What follows belongs to an exercise in optimizing a design on an open flow for small area, a short achievable clock period and few clock cycles; a production flow would make more cautious choices. Only simulation tests tie the RTL to the original design; equivalence was not proved. Power is estimated from default activity; no workload was simulated.

## flow/config.mk

```make
export PLATFORM = sky130hd
export DESIGN_NAME = bgp_message_parser_unit
export DESIGN_NICKNAME = bgp_message_parser_unit
export VERILOG_FILES = /design/flow/design.v
export SDC_FILE = /design/flow/constraint.sdc
export NUM_CORES = 4
export LEC_CHECK = 0
export CAP_MARGIN = 20
export CORE_MARGIN = 2
export CORE_UTILIZATION = 40
export SLEW_MARGIN = 20
```

## flow/constraint.sdc

```tcl
create_clock -name core_clock -period 8.5 [get_ports {clock}]
set_input_delay 1.7000 -clock core_clock [delete_from_list [all_inputs] [get_ports {clock}]]
set_output_delay 1.7000 -clock core_clock [all_outputs]
set_load 0.01 [all_outputs]
```

## flow/design.v

```verilog
`timescale 1ns / 1ps
package bmp_pkg;
   localparam logic [12:0] LIMIT_LEN    = 13'd4096;
   localparam logic [5:0]  LIMIT_BITS   = 6'd32;
   localparam logic [7:0]  MARKER_BYTE  = 8'hFF;
   localparam logic [1:0] CSR_MAX_LEN   = 2'd0;
   localparam logic [1:0] CSR_MAX_BITS  = 2'd1;
   localparam logic [1:0] CSR_MIN_PLEN  = 2'd2;
   localparam logic [7:0] MT_OPEN   = 8'd1;
   localparam logic [7:0] MT_UPDATE = 8'd2;
   localparam logic [7:0] MT_LAST   = 8'd4;
   localparam logic [7:0] AT_ORIGIN  = 8'd1;
   localparam logic [7:0] AT_AS_PATH = 8'd2;
   localparam logic [7:0] AT_NHOP    = 8'd3;
   localparam logic [7:0] AT_MED     = 8'd4;
   localparam logic [7:0] AT_LPREF   = 8'd5;
   localparam logic [7:0] AT_ATOMIC  = 8'd6;
   localparam logic [7:0] AT_AGGR    = 8'd7;
   localparam logic [4:0] KIND_HEADER  = 5'd0;
   localparam logic [4:0] KIND_VERSION = 5'd1;
   localparam logic [4:0] KIND_ASN     = 5'd2;
   localparam logic [4:0] KIND_HOLD    = 5'd3;
   localparam logic [4:0] KIND_BGP_ID  = 5'd4;
   localparam logic [4:0] KIND_PARAM   = 5'd5;
   localparam logic [4:0] KIND_WDRAWN  = 5'd6;
   localparam logic [4:0] KIND_ORIGIN  = 5'd7;
   localparam logic [4:0] KIND_PATH    = 5'd8;
   localparam logic [4:0] KIND_NHOP    = 5'd9;
   localparam logic [4:0] KIND_MED     = 5'd10;
   localparam logic [4:0] KIND_LPREF   = 5'd11;
   localparam logic [4:0] KIND_ATOMIC  = 5'd12;
   localparam logic [4:0] KIND_AGGR    = 5'd13;
   localparam logic [4:0] KIND_NLRI    = 5'd14;
   localparam logic [4:0] KIND_EMPTY   = 5'd15;
   localparam logic [4:0] KIND_END     = 5'd16;
   localparam logic [3:0] ST_OK       = 4'd0;
   localparam logic [3:0] ST_MARKER   = 4'd1;
   localparam logic [3:0] ST_LENGTH   = 4'd2;
   localparam logic [3:0] ST_TYPE     = 4'd3;
   localparam logic [3:0] ST_PARAMS   = 4'd4;
   localparam logic [3:0] ST_PREFIX   = 4'd5;
   localparam logic [3:0] ST_ATOMIC   = 4'd6;
   localparam logic [3:0] ST_ATTR     = 4'd7;
   localparam logic [3:0] ST_NLRI     = 4'd8;
   localparam logic [3:0] ST_UNPARSED = 4'd9;
   localparam logic [4:0] PH_IDLE    = 5'd0;
   localparam logic [4:0] PH_MARKER  = 5'd1;
   localparam logic [4:0] PH_LEN     = 5'd2;
   localparam logic [4:0] PH_TYPE    = 5'd3;
   localparam logic [4:0] PH_O_VER   = 5'd4;
   localparam logic [4:0] PH_O_ASN   = 5'd5;
   localparam logic [4:0] PH_O_HOLD  = 5'd6;
   localparam logic [4:0] PH_O_ID    = 5'd7;
   localparam logic [4:0] PH_O_PLEN  = 5'd8;
   localparam logic [4:0] PH_O_PTYPE = 5'd9;
   localparam logic [4:0] PH_O_PLENB = 5'd10;
   localparam logic [4:0] PH_O_PVAL  = 5'd11;
   localparam logic [4:0] PH_U_WLEN  = 5'd12;
   localparam logic [4:0] PH_U_WPLEN = 5'd13;
   localparam logic [4:0] PH_U_WPFX  = 5'd14;
   localparam logic [4:0] PH_U_ALEN  = 5'd15;
   localparam logic [4:0] PH_A_FLAGS = 5'd16;
   localparam logic [4:0] PH_A_TYPE  = 5'd17;
   localparam logic [4:0] PH_A_LEN   = 5'd18;
   localparam logic [4:0] PH_V_ORIG  = 5'd19;   
   localparam logic [4:0] PH_V_NML   = 5'd20;   
   localparam logic [4:0] PH_V_AGGR  = 5'd21;   
   localparam logic [4:0] PH_AS_SEG  = 5'd22;   
   localparam logic [4:0] PH_AS_CNT  = 5'd23;   
   localparam logic [4:0] PH_AS_HI   = 5'd24;   
   localparam logic [4:0] PH_AS_LO   = 5'd25;   
   localparam logic [4:0] PH_N_PLEN  = 5'd26;
   localparam logic [4:0] PH_N_PFX   = 5'd27;
   localparam logic [4:0] PH_SKIP    = 5'd28;
   typedef struct packed {
      logic [4:0]  kind;
      logic [31:0] value;
      logic [15:0] aux;
   } rec_type;
   function automatic rec_type mk_rec(logic [4:0] kind, logic [31:0] value,
                                      logic [15:0] aux);
      rec_type r;
      r.kind  = kind;
      r.value = value;
      r.aux   = aux;
      mk_rec = r;
   endfunction
   function automatic rec_type end_rec(logic [12:0] pos, logic [7:0] mtype,
                                       logic [3:0] status);
      rec_type r;
      r.kind  = KIND_END;
      r.value = {19'd0, pos};
      r.aux   = {4'd0, status, mtype};
      end_rec = r;
   endfunction
endpackage
`timescale 1ns / 1ps
module bgp_message_parser_unit (
   input  logic        clock,
   input  logic        reset,
   input  logic        req_tvalid,
   output logic        req_tready,
   input  logic [7:0]  req_tdata,    
   input  logic        req_tuser,    
   output logic        rsp_tvalid,
   input  logic        rsp_tready,
   output logic [55:0] rsp_tdata,    
   output logic [4:0]  rsp_tuser,    
   output logic        rsp_tlast,    
   input  logic        csr_valid,
   output logic        csr_ready,
   input  logic [1:0]  csr_index,
   input  logic [12:0] csr_data
);
   logic [12:0] lim_ff;
   logic [5:0]  blim_ff;
   logic [7:0]  min_plen_ff;
   logic [4:0]  ph_ff, ph_in;
   logic [12:0] pos_ff, pos_in;      
   logic [12:0] mrem_ff, mrem_in;    
   logic [7:0]  mtype_ff, mtype_in;
   logic [31:0] acc_ff, acc_in;
   logic [11:0] bl_ff, bl_in;        
   logic [11:0] srem_ff, srem_in;    
   logic [15:0] auxr_ff, auxr_in;    
   logic [1:0]  kidx_ff, kidx_in;    
   bmp_pkg::rec_type     r0, r1;
   logic [1:0]  rcnt;
   localparam int DEPTH = 2;
   logic [52:0] q_ff [DEPTH];   
   logic [52:0] q_in [DEPTH];
   bmp_pkg::rec_type     head;
   logic [1:0]  cnt_ff;
   logic req_fire, rsp_fire;
   assign rsp_fire   = rsp_tvalid & rsp_tready;
   logic lastb, quiet, need2, need0;
   assign lastb = (ph_ff != bmp_pkg::PH_IDLE) && (ph_ff != bmp_pkg::PH_MARKER) &&
                  (ph_ff != bmp_pkg::PH_LEN) && (mrem_ff == 13'd1);
   always_comb begin
      case (ph_ff)
         bmp_pkg::PH_IDLE, bmp_pkg::PH_O_ID, bmp_pkg::PH_O_PVAL, bmp_pkg::PH_A_TYPE,
         bmp_pkg::PH_AS_SEG, bmp_pkg::PH_AS_HI:
            quiet = 1'b1;
         bmp_pkg::PH_LEN, bmp_pkg::PH_U_WLEN, bmp_pkg::PH_U_ALEN, bmp_pkg::PH_O_ASN,
         bmp_pkg::PH_O_HOLD, bmp_pkg::PH_U_WPFX, bmp_pkg::PH_N_PFX, bmp_pkg::PH_V_NML,
         bmp_pkg::PH_V_AGGR, bmp_pkg::PH_A_LEN:
            quiet = (bl_ff != 12'd1);
         default:
            quiet = 1'b0;
      endcase
   end
   assign need2 = (req_tuser && ph_ff != bmp_pkg::PH_IDLE) || lastb;
   assign need0 = !req_tuser && quiet && !lastb;
   assign req_tready = (cnt_ff == 2'd0) || (cnt_ff == 2'd1 && (rsp_tready || !need2)) ||
                       (cnt_ff == 2'd2 && (need0 || (rsp_tready && !need2)));
   assign req_fire   = req_tvalid & req_tready;
   assign csr_ready  = 1'b1;
   always_ff @(posedge clock) begin
      if (reset) begin
         lim_ff      <= bmp_pkg::LIMIT_LEN;
         blim_ff     <= bmp_pkg::LIMIT_BITS;
         min_plen_ff <= 8'd2;
      end else if (csr_valid) begin
         case (csr_index)
            bmp_pkg::CSR_MAX_LEN:  lim_ff  <= (csr_data > bmp_pkg::LIMIT_LEN) ? bmp_pkg::LIMIT_LEN : csr_data;
            bmp_pkg::CSR_MAX_BITS: blim_ff <= (csr_data[5:0] > bmp_pkg::LIMIT_BITS) ? bmp_pkg::LIMIT_BITS : csr_data[5:0];
            bmp_pkg::CSR_MIN_PLEN: min_plen_ff <= csr_data[7:0];
            default: ;
         endcase
      end
   end
   always_comb begin : decode
      logic [7:0]  b;
      logic [4:0]  ph;
      logic [12:0] pos;
      logic [7:0]  mt;
      logic [11:0] bln;
      logic [11:0] sremn;
      logic [31:0] acc_sh;
      logic [31:0] acc_pf;
      logic [15:0] v;
      logic [3:0]  nb;
      logic [8:0]  nb9;
      logic        lenknown;
      logic        ok;
      logic        el;         
      bmp_pkg::rec_type     el_r;
      logic        er;         
      logic [3:0]  er_st;
      logic        st_end;     
      logic        bnd;        
      logic [3:0]  bnd_st;
      b      = req_tdata;
      ph     = ph_ff;
      pos    = pos_ff;
      mt     = mtype_ff;
      st_end = 1'b0;
      if (req_tuser) begin
         st_end = (ph_ff != bmp_pkg::PH_IDLE);
         ph     = bmp_pkg::PH_MARKER;
         pos    = 13'd0;
         mt     = 8'd0;
      end
      lenknown = (ph != bmp_pkg::PH_IDLE) && (ph != bmp_pkg::PH_MARKER) && (ph != bmp_pkg::PH_LEN);
      ph_in    = ph;
      pos_in   = pos + 13'd1;
      mrem_in  = mrem_ff - 13'd1;
      mtype_in = mt;
      acc_in   = acc_ff;
      bl_in    = bl_ff;
      srem_in  = srem_ff;
      auxr_in  = auxr_ff;
      kidx_in  = kidx_ff;
      bln    = bl_ff - 12'd1;
      sremn  = srem_ff - 12'd1;
      acc_sh = {acc_ff[23:0], b};
      acc_pf = acc_ff;
      case (kidx_ff)
         2'd0: acc_pf[31:24] = acc_ff[31:24] | b;
         2'd1: acc_pf[23:16] = acc_ff[23:16] | b;
         2'd2: acc_pf[15:8]  = acc_ff[15:8]  | b;
         default: acc_pf[7:0] = acc_ff[7:0] | b;
      endcase
      v   = acc_sh[15:0];
      nb9 = ({1'b0, b} + 9'd7) >> 3;
      nb  = nb9[3:0];
      ok  = 1'b0;
      el    = 1'b0;
      el_r  = bmp_pkg::mk_rec(bmp_pkg::KIND_HEADER, 32'd0, 16'd0);
      er    = 1'b0;
      er_st = bmp_pkg::ST_OK;
      case (ph)
         bmp_pkg::PH_MARKER: begin
            if (b != bmp_pkg::MARKER_BYTE) begin
               er = 1'b1; er_st = bmp_pkg::ST_MARKER; ph_in = bmp_pkg::PH_IDLE;
            end else if (pos == 13'd15) begin
               ph_in  = bmp_pkg::PH_LEN;
               bl_in  = 12'd2;
               acc_in = '0;
            end
         end
         bmp_pkg::PH_LEN: begin
            acc_in = acc_sh;
            bl_in  = bln;
            if (bl_ff == 12'd1) begin
               if (v < 16'd19 || v > {3'd0, lim_ff}) begin
                  er = 1'b1; er_st = bmp_pkg::ST_LENGTH; ph_in = bmp_pkg::PH_IDLE;
               end else begin
                  mrem_in = v[12:0] - 13'd18;
                  ph_in   = bmp_pkg::PH_TYPE;
               end
            end
         end
         bmp_pkg::PH_TYPE: begin
            mtype_in = b;
            if (b < bmp_pkg::MT_OPEN || b > bmp_pkg::MT_LAST) begin
               er = 1'b1; er_st = bmp_pkg::ST_TYPE; ph_in = bmp_pkg::PH_IDLE;
            end else begin
               el   = 1'b1;
               el_r = bmp_pkg::mk_rec(bmp_pkg::KIND_HEADER, acc_ff, {8'd0, b});
               if (b == bmp_pkg::MT_OPEN) begin
                  ph_in = bmp_pkg::PH_O_VER;
               end else if (b == bmp_pkg::MT_UPDATE) begin
                  ph_in  = bmp_pkg::PH_U_WLEN;
                  bl_in  = 12'd2;
                  acc_in = '0;
               end else begin
                  ph_in = bmp_pkg::PH_SKIP;
               end
            end
         end
         bmp_pkg::PH_O_VER: begin
            el     = 1'b1;
            el_r   = bmp_pkg::mk_rec(bmp_pkg::KIND_VERSION, {24'd0, b}, 16'd0);
            ph_in  = bmp_pkg::PH_O_ASN;
            bl_in  = 12'd2;
            acc_in = '0;
         end
         bmp_pkg::PH_O_ASN, bmp_pkg::PH_O_HOLD: begin
            acc_in = acc_sh;
            bl_in  = bln;
            if (bl_ff == 12'd1) begin
               el     = 1'b1;
               el_r   = bmp_pkg::mk_rec((ph == bmp_pkg::PH_O_ASN) ? bmp_pkg::KIND_ASN : bmp_pkg::KIND_HOLD, acc_sh, 16'd0);
               ph_in  = (ph == bmp_pkg::PH_O_ASN) ? bmp_pkg::PH_O_HOLD : bmp_pkg::PH_O_ID;
               bl_in  = (ph == bmp_pkg::PH_O_ASN) ? 12'd2 : 12'd4;
               acc_in = '0;
            end
         end
         bmp_pkg::PH_O_ID: begin
            acc_in = acc_sh;
            bl_in  = bln;
            if (bl_ff == 12'd1) ph_in = bmp_pkg::PH_O_PLEN;
         end
         bmp_pkg::PH_O_PLEN: begin
            if (b < min_plen_ff) begin
               er = 1'b1; er_st = bmp_pkg::ST_PARAMS; ph_in = bmp_pkg::PH_IDLE;
            end else if ({5'd0, b} + 13'd1 != mrem_ff) begin
               er = 1'b1; er_st = bmp_pkg::ST_LENGTH; ph_in = bmp_pkg::PH_IDLE;
            end else begin
               el      = 1'b1;
               el_r    = bmp_pkg::mk_rec(bmp_pkg::KIND_BGP_ID, acc_ff, {8'd0, b});
               srem_in = {4'd0, b};
               ph_in   = bmp_pkg::PH_O_PTYPE;
            end
         end
         bmp_pkg::PH_O_PTYPE: begin
            if (srem_ff < 12'd2) begin
               er = 1'b1; er_st = bmp_pkg::ST_PARAMS; ph_in = bmp_pkg::PH_IDLE;
            end else begin
               srem_in = sremn;
               auxr_in = {8'd0, b};
               ph_in   = bmp_pkg::PH_O_PLENB;
            end
         end
         bmp_pkg::PH_O_PLENB: begin
            srem_in = sremn;
            if ({4'd0, b} > sremn) begin
               er = 1'b1; er_st = bmp_pkg::ST_PARAMS; ph_in = bmp_pkg::PH_IDLE;
            end else begin
               el   = 1'b1;
               el_r = bmp_pkg::mk_rec(bmp_pkg::KIND_PARAM, {24'd0, b}, {8'd0, auxr_ff[7:0]});
               if (b == 8'd0) begin
                  ph_in = bmp_pkg::PH_O_PTYPE;
               end else begin
                  bl_in = {4'd0, b};
                  ph_in = bmp_pkg::PH_O_PVAL;
               end
            end
         end
         bmp_pkg::PH_O_PVAL: begin
            srem_in = sremn;
            bl_in   = bln;
            if (bl_ff == 12'd1) ph_in = bmp_pkg::PH_O_PTYPE;
         end
         bmp_pkg::PH_U_WLEN: begin
            acc_in = acc_sh;
            bl_in  = bln;
            if (bl_ff == 12'd1) begin
               if ({1'b0, v} + 17'd2 >= {4'd0, mrem_ff}) begin
                  er = 1'b1; er_st = bmp_pkg::ST_NLRI; ph_in = bmp_pkg::PH_IDLE;
               end else begin
                  srem_in = v[11:0];
                  if (v == 16'd0) begin
                     ph_in  = bmp_pkg::PH_U_ALEN;
                     bl_in  = 12'd2;
                     acc_in = '0;
                  end else begin
                     ph_in = bmp_pkg::PH_U_WPLEN;
                  end
               end
            end
         end
         bmp_pkg::PH_U_WPLEN, bmp_pkg::PH_N_PLEN: begin
            if (b > {2'd0, blim_ff}) begin
               er = 1'b1; er_st = bmp_pkg::ST_PREFIX; ph_in = bmp_pkg::PH_IDLE;
            end else if (ph == bmp_pkg::PH_U_WPLEN && {8'd0, nb} > sremn) begin
               er = 1'b1; er_st = bmp_pkg::ST_PREFIX; ph_in = bmp_pkg::PH_IDLE;
            end else if (ph == bmp_pkg::PH_N_PLEN && {9'd0, nb} >= mrem_ff) begin
               er = 1'b1; er_st = bmp_pkg::ST_NLRI; ph_in = bmp_pkg::PH_IDLE;
            end else begin
               if (ph == bmp_pkg::PH_U_WPLEN) srem_in = sremn;
               auxr_in = {8'd0, b};
               bl_in   = {8'd0, nb};
               acc_in  = '0;
               kidx_in = 2'd0;
               if (nb == 4'd0) begin
                  el = 1'b1;
                  el_r = bmp_pkg::mk_rec((ph == bmp_pkg::PH_U_WPLEN) ? bmp_pkg::KIND_WDRAWN : bmp_pkg::KIND_NLRI, 32'd0,
                                {8'd0, b});
                  if (ph == bmp_pkg::PH_U_WPLEN && sremn == 12'd0) begin
                     ph_in = bmp_pkg::PH_U_ALEN;
                     bl_in = 12'd2;
                  end
               end else begin
                  ph_in = (ph == bmp_pkg::PH_U_WPLEN) ? bmp_pkg::PH_U_WPFX : bmp_pkg::PH_N_PFX;
               end
            end
         end
         bmp_pkg::PH_U_WPFX, bmp_pkg::PH_N_PFX: begin
            if (ph == bmp_pkg::PH_U_WPFX) srem_in = sremn;
            acc_in  = acc_pf;
            kidx_in = kidx_ff + 2'd1;
            bl_in   = bln;
            if (bl_ff == 12'd1) begin
               el   = 1'b1;
               el_r = bmp_pkg::mk_rec((ph == bmp_pkg::PH_U_WPFX) ? bmp_pkg::KIND_WDRAWN : bmp_pkg::KIND_NLRI, acc_pf,
                             {8'd0, auxr_ff[7:0]});
               if (ph == bmp_pkg::PH_N_PFX) begin
                  ph_in = bmp_pkg::PH_N_PLEN;
               end else if (sremn == 12'd0) begin
                  ph_in  = bmp_pkg::PH_U_ALEN;
                  bl_in  = 12'd2;
                  acc_in = '0;
               end else begin
                  ph_in = bmp_pkg::PH_U_WPLEN;
               end
            end
         end
         bmp_pkg::PH_U_ALEN: begin
            acc_in = acc_sh;
            bl_in  = bln;
            if (bl_ff == 12'd1) begin
               if ({1'b0, v} >= {4'd0, mrem_ff}) begin
                  er = 1'b1; er_st = bmp_pkg::ST_NLRI; ph_in = bmp_pkg::PH_IDLE;
               end else begin
                  srem_in = v[11:0];
                  ph_in   = (v == 16'd0) ? bmp_pkg::PH_N_PLEN : bmp_pkg::PH_A_FLAGS;
               end
            end
         end
         bmp_pkg::PH_A_FLAGS: begin
            if (srem_ff < (b[4] ? 12'd4 : 12'd3)) begin
               er = 1'b1; er_st = bmp_pkg::ST_ATTR; ph_in = bmp_pkg::PH_IDLE;
            end else begin
               srem_in = sremn;
               bl_in   = b[4] ? 12'd2 : 12'd1;
               ph_in   = bmp_pkg::PH_A_TYPE;
            end
         end
         bmp_pkg::PH_A_TYPE: begin
            srem_in = sremn;
            auxr_in = {8'd0, b};
            acc_in  = '0;
            ph_in   = bmp_pkg::PH_A_LEN;
         end
         bmp_pkg::PH_A_LEN: begin
            srem_in = sremn;
            acc_in  = acc_sh;
            bl_in   = bln;
            if (bl_ff == 12'd1) begin
               if (v > {4'd0, sremn}) begin
                  er = 1'b1; er_st = bmp_pkg::ST_ATTR; ph_in = bmp_pkg::PH_IDLE;
               end else if (v == 16'd0) begin
                  el   = 1'b1;
                  el_r = bmp_pkg::mk_rec((auxr_ff[7:0] == bmp_pkg::AT_ATOMIC) ? bmp_pkg::KIND_ATOMIC : bmp_pkg::KIND_EMPTY,
                                32'd0, {8'd0, auxr_ff[7:0]});
                  ph_in = (sremn == 12'd0) ? bmp_pkg::PH_N_PLEN : bmp_pkg::PH_A_FLAGS;
               end else if (auxr_ff[7:0] == bmp_pkg::AT_ATOMIC) begin
                  er = 1'b1; er_st = bmp_pkg::ST_ATOMIC; ph_in = bmp_pkg::PH_IDLE;
               end else begin
                  case (auxr_ff[7:0])
                     bmp_pkg::AT_ORIGIN:  ok = (v == 16'd1);
                     bmp_pkg::AT_AS_PATH: ok = (v >= 16'd2);
                     bmp_pkg::AT_NHOP,
                     bmp_pkg::AT_MED,
                     bmp_pkg::AT_LPREF:   ok = (v == 16'd4);
                     bmp_pkg::AT_AGGR:    ok = (v == 16'd6);
                     default:    ok = 1'b0;
                  endcase
                  if (!ok) begin
                     er = 1'b1; er_st = bmp_pkg::ST_ATTR; ph_in = bmp_pkg::PH_IDLE;
                  end else begin
                     bl_in  = v[11:0];
                     acc_in = '0;
                     case (auxr_ff[7:0])
                        bmp_pkg::AT_ORIGIN:  ph_in = bmp_pkg::PH_V_ORIG;
                        bmp_pkg::AT_AS_PATH: ph_in = bmp_pkg::PH_AS_SEG;
                        bmp_pkg::AT_AGGR:    ph_in = bmp_pkg::PH_V_AGGR;
                        default:    ph_in = bmp_pkg::PH_V_NML;
                     endcase
                  end
               end
            end
         end
         bmp_pkg::PH_V_ORIG, bmp_pkg::PH_V_NML, bmp_pkg::PH_V_AGGR, bmp_pkg::PH_AS_SEG, bmp_pkg::PH_AS_CNT, bmp_pkg::PH_AS_HI, bmp_pkg::PH_AS_LO: begin
            srem_in = sremn;
            bl_in   = bln;
            acc_in  = acc_sh;
            case (ph)
               bmp_pkg::PH_V_ORIG: begin
                  el   = 1'b1;
                  el_r = bmp_pkg::mk_rec(bmp_pkg::KIND_ORIGIN, {24'd0, b}, 16'd1);
               end
               bmp_pkg::PH_V_NML: begin
                  if (bl_ff == 12'd1) begin
                     el   = 1'b1;
                     el_r = bmp_pkg::mk_rec((auxr_ff[7:0] == bmp_pkg::AT_NHOP) ? bmp_pkg::KIND_NHOP :
                                   (auxr_ff[7:0] == bmp_pkg::AT_MED)  ? bmp_pkg::KIND_MED : bmp_pkg::KIND_LPREF,
                                   acc_sh, {8'd0, auxr_ff[7:0]});
                  end
               end
               bmp_pkg::PH_V_AGGR: begin
                  if (bl_ff == 12'd5) begin
                     auxr_in = acc_sh[15:0];
                     acc_in  = '0;
                  end
                  if (bl_ff == 12'd1) begin
                     el   = 1'b1;
                     el_r = bmp_pkg::mk_rec(bmp_pkg::KIND_AGGR, acc_sh, auxr_ff);
                  end
               end
               bmp_pkg::PH_AS_SEG: begin
                  auxr_in = {8'd0, b};
                  ph_in   = bmp_pkg::PH_AS_CNT;
               end
               bmp_pkg::PH_AS_CNT: begin
                  acc_in = '0;
                  ph_in  = bmp_pkg::PH_AS_HI;
                  if ({3'd0, b, 1'b0} != bln) begin
                     er = 1'b1; er_st = bmp_pkg::ST_ATTR; ph_in = bmp_pkg::PH_IDLE;
                  end
               end
               bmp_pkg::PH_AS_HI: begin
                  ph_in = bmp_pkg::PH_AS_LO;
               end
               default: begin   
                  el     = 1'b1;
                  el_r   = bmp_pkg::mk_rec(bmp_pkg::KIND_PATH, acc_sh, {8'd0, auxr_ff[7:0]});
                  acc_in = '0;
                  ph_in  = bmp_pkg::PH_AS_HI;
               end
            endcase
            if (!er && bl_ff == 12'd1) ph_in = (sremn == 12'd0) ? bmp_pkg::PH_N_PLEN : bmp_pkg::PH_A_FLAGS;
         end
         default: ;
      endcase
      bnd    = lenknown && mrem_ff == 13'd1 && ph_in != bmp_pkg::PH_IDLE;
      bnd_st = (ph_in == bmp_pkg::PH_O_PTYPE || ph_in == bmp_pkg::PH_N_PLEN) ? bmp_pkg::ST_OK :
               (ph_in == bmp_pkg::PH_SKIP) ? bmp_pkg::ST_UNPARSED : bmp_pkg::ST_LENGTH;
      if (bnd) ph_in = bmp_pkg::PH_IDLE;
      if (st_end)  r0 = bmp_pkg::end_rec(pos_ff, mtype_ff, bmp_pkg::ST_LENGTH);
      else if (er) r0 = bmp_pkg::end_rec(pos_in, mtype_in, er_st);
      else if (el) r0 = el_r;
      else         r0 = bmp_pkg::end_rec(pos_in, mtype_in, bnd_st);
      r1 = bmp_pkg::end_rec(pos_in, mtype_in, st_end ? er_st : bnd_st);
      if (ph == bmp_pkg::PH_IDLE)
         rcnt = 2'd0;
      else
         rcnt = {1'b0, st_end} + {1'b0, er} + {1'b0, el} + {1'b0, bnd};
      if (!req_fire) rcnt = 2'd0;
   end
   always_ff @(posedge clock) begin
      if (reset) begin
         ph_ff <= bmp_pkg::PH_IDLE;
      end else if (req_fire) begin
         ph_ff <= ph_in;
      end
   end
   always_ff @(posedge clock) begin
      if (req_fire) begin
         pos_ff   <= pos_in;
         mrem_ff  <= mrem_in;
         mtype_ff <= mtype_in;
         acc_ff   <= acc_in;
         bl_ff    <= bl_in;
         srem_ff  <= srem_in;
         auxr_ff  <= auxr_in;
         kidx_ff  <= kidx_in;
      end
   end
   always_ff @(posedge clock) begin
      if (reset) begin
         cnt_ff <= '0;
      end else begin
         cnt_ff <= cnt_ff + rcnt - {1'b0, rsp_fire};
      end
   end
   always_comb begin : qnext
      logic [1:0] base;
      base = cnt_ff - {1'b0, rsp_fire};
      for (int i = 0; i < DEPTH; i++) begin
         q_in[i] = q_ff[i];
         if (rsp_fire && i + 1 < DEPTH) q_in[i] = q_ff[i + 1];
         if (rcnt != 2'd0 && base == i[1:0]) q_in[i] = r0;
         if (rcnt == 2'd2 && base + 2'd1 == i[1:0]) q_in[i] = r1;
      end
   end
   always_ff @(posedge clock) begin
      for (int i = 0; i < DEPTH; i++) q_ff[i] <= q_in[i];
   end
   assign head       = q_ff[0];
   assign rsp_tvalid = (cnt_ff != 2'd0);
   assign rsp_tdata  = {4'd0, (head.kind == bmp_pkg::KIND_END) ? head.aux[11:8] : 4'd0,
                        (head.kind == bmp_pkg::KIND_END) ? {8'd0, head.aux[7:0]} : head.aux,
                        head.value};
   assign rsp_tuser  = head.kind;
   assign rsp_tlast  = (head.kind == bmp_pkg::KIND_END);
endmodule
```

## flow/run.sh

```bash
#!/bin/bash
# synth_recipe.tcl (not shown) runs the flow's synth.tcl, then flattens the netlist and writes it again
# the make line also repeats each setting of config.mk as NAME=value (left out here)
make -C /OpenROAD-flow-scripts/flow DESIGN_CONFIG=/design/flow/config.mk WORK_HOME=/design/flow/orfs CLKGATE_MAP_FILE= SYNTH_SCRIPT=/design/flow/synth_recipe.tcl finish
```

==> run notes <==
## cell usage in the layout, fill, tap and decap left out, types with 17 or more instances in the layout
cell / count
a211oi_1: 67
a21o_1: 18
a21oi_1: 171
a22o_1: 17
a22oi_1: 19
and2_1: 48
and3_1: 19
buf_4: 87
clkbuf_16: 31
clkdlybuf4s50_1: 84
dfxtp_1: 90
edfxtp_1: 158
ha_1: 96
inv_1: 80
mux2i_1: 24
nand2_1: 187
nand2b_1: 29
nand3_1: 84
nand4_1: 22
nor2_1: 179
nor2b_1: 34
nor3_1: 40
nor3b_1: 25
nor4_1: 27
o21ai_0: 145
o22ai_1: 19
or3_1: 20
xnor2_1: 58
xor2_1: 28
## worst paths after layout
kind                            slack, ps           to         start
worst max register to register       1090   q_ff[0][8]    srem_ff[0]
worst min register to register        470  q_ff[1][37]   q_ff[1][37]
worst max-delay path                  630   q_ff[0][8]  req_tdata[1]
worst min-delay path                  470  q_ff[1][37]   q_ff[1][37]
## sequential cells by signal, summed over array words and instances (netlist names)
signal       cells
q_ff           106
pos_ff          13
kidx_ff          2
srem_ff         12
bl_ff           12
min_plen_ff      8
mrem_ff         13
acc_ff          32
lim_ff          13
auxr_ff         16
mtype_ff         8
cnt_ff           2
blim_ff          6
ph_ff            5
## worst max-delay path: stages
cell and delay [ps]:
clkdlybuf4s50_1 480, inv_1 150, nor3_1 400, nand3_1 250, nor2_1 180, xor2_1 170
ha_1 270, a21o_1 160, a21o_1 170, a2111oi_0 480, o211ai_1 390, a21oi_1 340
o22ai_1 200, o31ai_1 450, and2_1 240, inv_1 70, fa_1 450, ha_1 220
xnor2_1 130, nor2b_1 150, or4_1 470, buf_12 200, nand2_1 100, o41ai_2 70
mux2_2 290
## report_power, final
| group | internal (mW) | leakage [nW] | switching [mW] | total, mW |
|---|---|---|---|---|
| sequential | 1.57 | 2.24 | 0.181 | 1.75 |
| combinational | 0.794 | 4.75 | 1.07 | 1.86 |
| clock | 0.761 | 0.487 | 0.542 | 1.30 |
## area by class of cell
class                           count  area share (%)
Clock inverter                     12          0.6943
Timing Repair Buffer              182           8.017
Multi-Input combinational cell   1631           50.45
Sequential cell                   248           31.59
Inverter                           83           1.503
Clock buffer                       44           4.123
Tap cell                          600           3.622
## per-layer routing
layer | up-vias | share of wire, %
li1 | 7958 | -
met4 | 0 | 2.9
met2 | 665 | 45
met3 | 103 | 7.1
met1 | 8172 | 45
met5 | - | 0
## through the flow
step                      area (sq um)  power (mW)  instances  util (%)
after CTS                        20720       4.934       2800     45.87
after floorplan                  18230       2.951       2169         -
after global placement           19690       3.583       2743     43.58
after global routing             20720       5.181       2800     45.87
final                            20720       4.918       2800     45.87
after detailed placement         19730       3.617       2744     43.66
## cell families after synthesis
| logic type | after synthesis |
|---|---|
| DFF | 248 |
| other | 2 |
| and+or+nand+nor | 793 |
| muxes | 26 |
| xor gates and xnor gates | 87 |
| buffers and inverters | 290 |
| AOI/OAI and AO/OA | 623 |
| adders and majority gates | 97 |
==> flow_metrics.env <==
export IMPL_status="finished clean"
export IMPL_synth_seq_cells=248
export IMPL_dieHeight_um=217.4
export IMPL_required_ps=8840
export IMPL_io_buffers=88
export IMPL_drive_gt1_share_pct=8.182
export IMPL_multi_input_area_sq_mm=0.01046
export IMPL_clockBufferDepth=3
export IMPL_synth_top_family_by_area="simple AND/OR/NAND/NOR gates"
export IMPL_yosysMostFrequentCell="nand2_1"
export IMPL_crit_type="in2reg"
export IMPL_cp_data_arrival_time_ps=8210
export IMPL_htree_num_levels=1
export IMPL_grt_usage_pct=27.01
export IMPL_dieWidth_um=217.4
export IMPL_synth_edf_count=158
export IMPL_r2r_cells=24
export IMPL_routabilityCongestion=0.9991
export IMPL_max_freq_ghz=0.1270
export IMPL_top_usage_layer="met2"
export IMPL_cts_setup_buffers=0
export IMPL_fin_crit_sh_pct=92.62
export IMPL_yosys_warnings=3
export IMPL_slew_viol_final=0
export IMPL_critPathCaptureType="flop"
export IMPL_synth_xor_area_share_pct=4.258
export IMPL_vias=16898
export IMPL_clkSinkCount=248
export IMPL_grt_first_pass_wirelength_um=98520
export IMPL_area_growth_pct=13.75
export IMPL_seq_area_frac_synth_pct=35.93
export IMPL_nFillCells=4413
export IMPL_holdWs_ps=471.8
export IMPL_min_delay_path_class="reg2reg"
export IMPL_synth_mux_area_share_pct=1.442
export IMPL_detail_route_antenna_nets=0
export IMPL_grt_overflow=0
export IMPL_initial_core_util_pct=40.32
export IMPL_drtIter0Drc=1847
export IMPL_synth_top_area_share_pct=26.04
export IMPL_rows=78
export IMPL_ioPinCount=94
export IMPL_vias_per_cell=6.035
export IMPL_synthFlopType="edfxtp_1"
export IMPL_first_pass_iters=8
export IMPL_setup_ws_ps=627.3
export IMPL_peakVddDrop_mv=0.1647
export IMPL_skew_ps=20.94
export IMPL_drv_cap=0
export IMPL_async_flop_share_pct=0
export IMPL_power_density_mw_per_mm2=237.3
export IMPL_grt_use_met2_pct=42.92
export IMPL_cts_buffers=30
export IMPL_final_setup_tns_ps=0
export IMPL_wl_um=64980
export IMPL_synth_area_leaders="edfxtp_1 26%, dfxtp_1 9.9%, ha_1 6.6%, a21oi_1 4.7%, o21ai_0 4.0%"
export IMPL_design_die_area_sq_mm=0.04727
export IMPL_holdPathStages=2
export IMPL_start_kind="input port"
export IMPL_yosys_area_share_adder_pct=6.702
export IMPL_clk_latency_ps=610
export IMPL_first_global_vias=15912
export IMPL_grt_use_met1_pct=38.59
export IMPL_hold_viol=0
export IMPL_regArea_sq_mm=0.006546
export IMPL_nNetsFinal=2302
export IMPL_setup_viol=0
export IMPL_grt_setup_unrepaired="no"
export IMPL_cts_resized=0
export IMPL_synth_simple_area_share_pct=22.57
export IMPL_synthTopCellsByCount="188 x nand2_1, 180 x nor2_1, 172 x a21oi_1"
export IMPL_cts_tree="yes"
export IMPL_wl_per_cell_um=23.21
export IMPL_syn_inst=2166
export IMPL_dp_final_hpwl_um=47700
export IMPL_tightest_slew_ps=1065
export IMPL_maxSlewHeadroom_pct=28.75
export IMPL_synth_cell_types=95
export IMPL_critPathMaxFanout=34
export IMPL_cts_hold_buf=0
export IMPL_drc=0
export IMPL_finalCriticalPeriod_ps=7873
export IMPL_antenna_found_initial=0
export IMPL_synth_area_sq_mm=0.01822
export IMPL_power_leakage_nw=7.478
export IMPL_antenna_cells=0
export IMPL_grt_max_degree=59
export IMPL_coreArea_sq_mm=0.04519
export IMPL_synth_compound_area_share_pct=22.00
export IMPL_cts_root_buf="clkbuf_16"
export IMPL_synth_avg_cell_area_sq_um=8.412
export IMPL_synth_largest_area_cell="edfxtp_1"
export IMPL_path_clk_slew_ps=60
export IMPL_grt_use_met3_pct=2.915
export IMPL_dp_slack_ps=97.04
Testbench counts, summed over its fixed seeds: cycles 122,805.

static timing again, ports no longer ideal:
Ports are ideal in the flow. The routed layout listed here was re-timed in OpenROAD. Step 1 assumes that a clkbuf_16 drives the clock port and a buf_2 every other input. Step 2, shift: input delay + t, output delay - t, t = (earliest + latest rising clock arrival at the registers) / 2. This alone moves slack from input paths to output paths. a / b / c = ideal / step 1 / step 2; a / b = the first two.
shift t [ns]: 0.655
setup WS [ns]: 0.627 / 0.651 / -0.004
worst register clock-pin slew, ns: 0.06 / 0.06
With both steps, setup timing fails in this run, where it was met with ideal ports. The setup slack of this run moves by +0.024 ns with the drivers and by -0.631 ns with both steps.
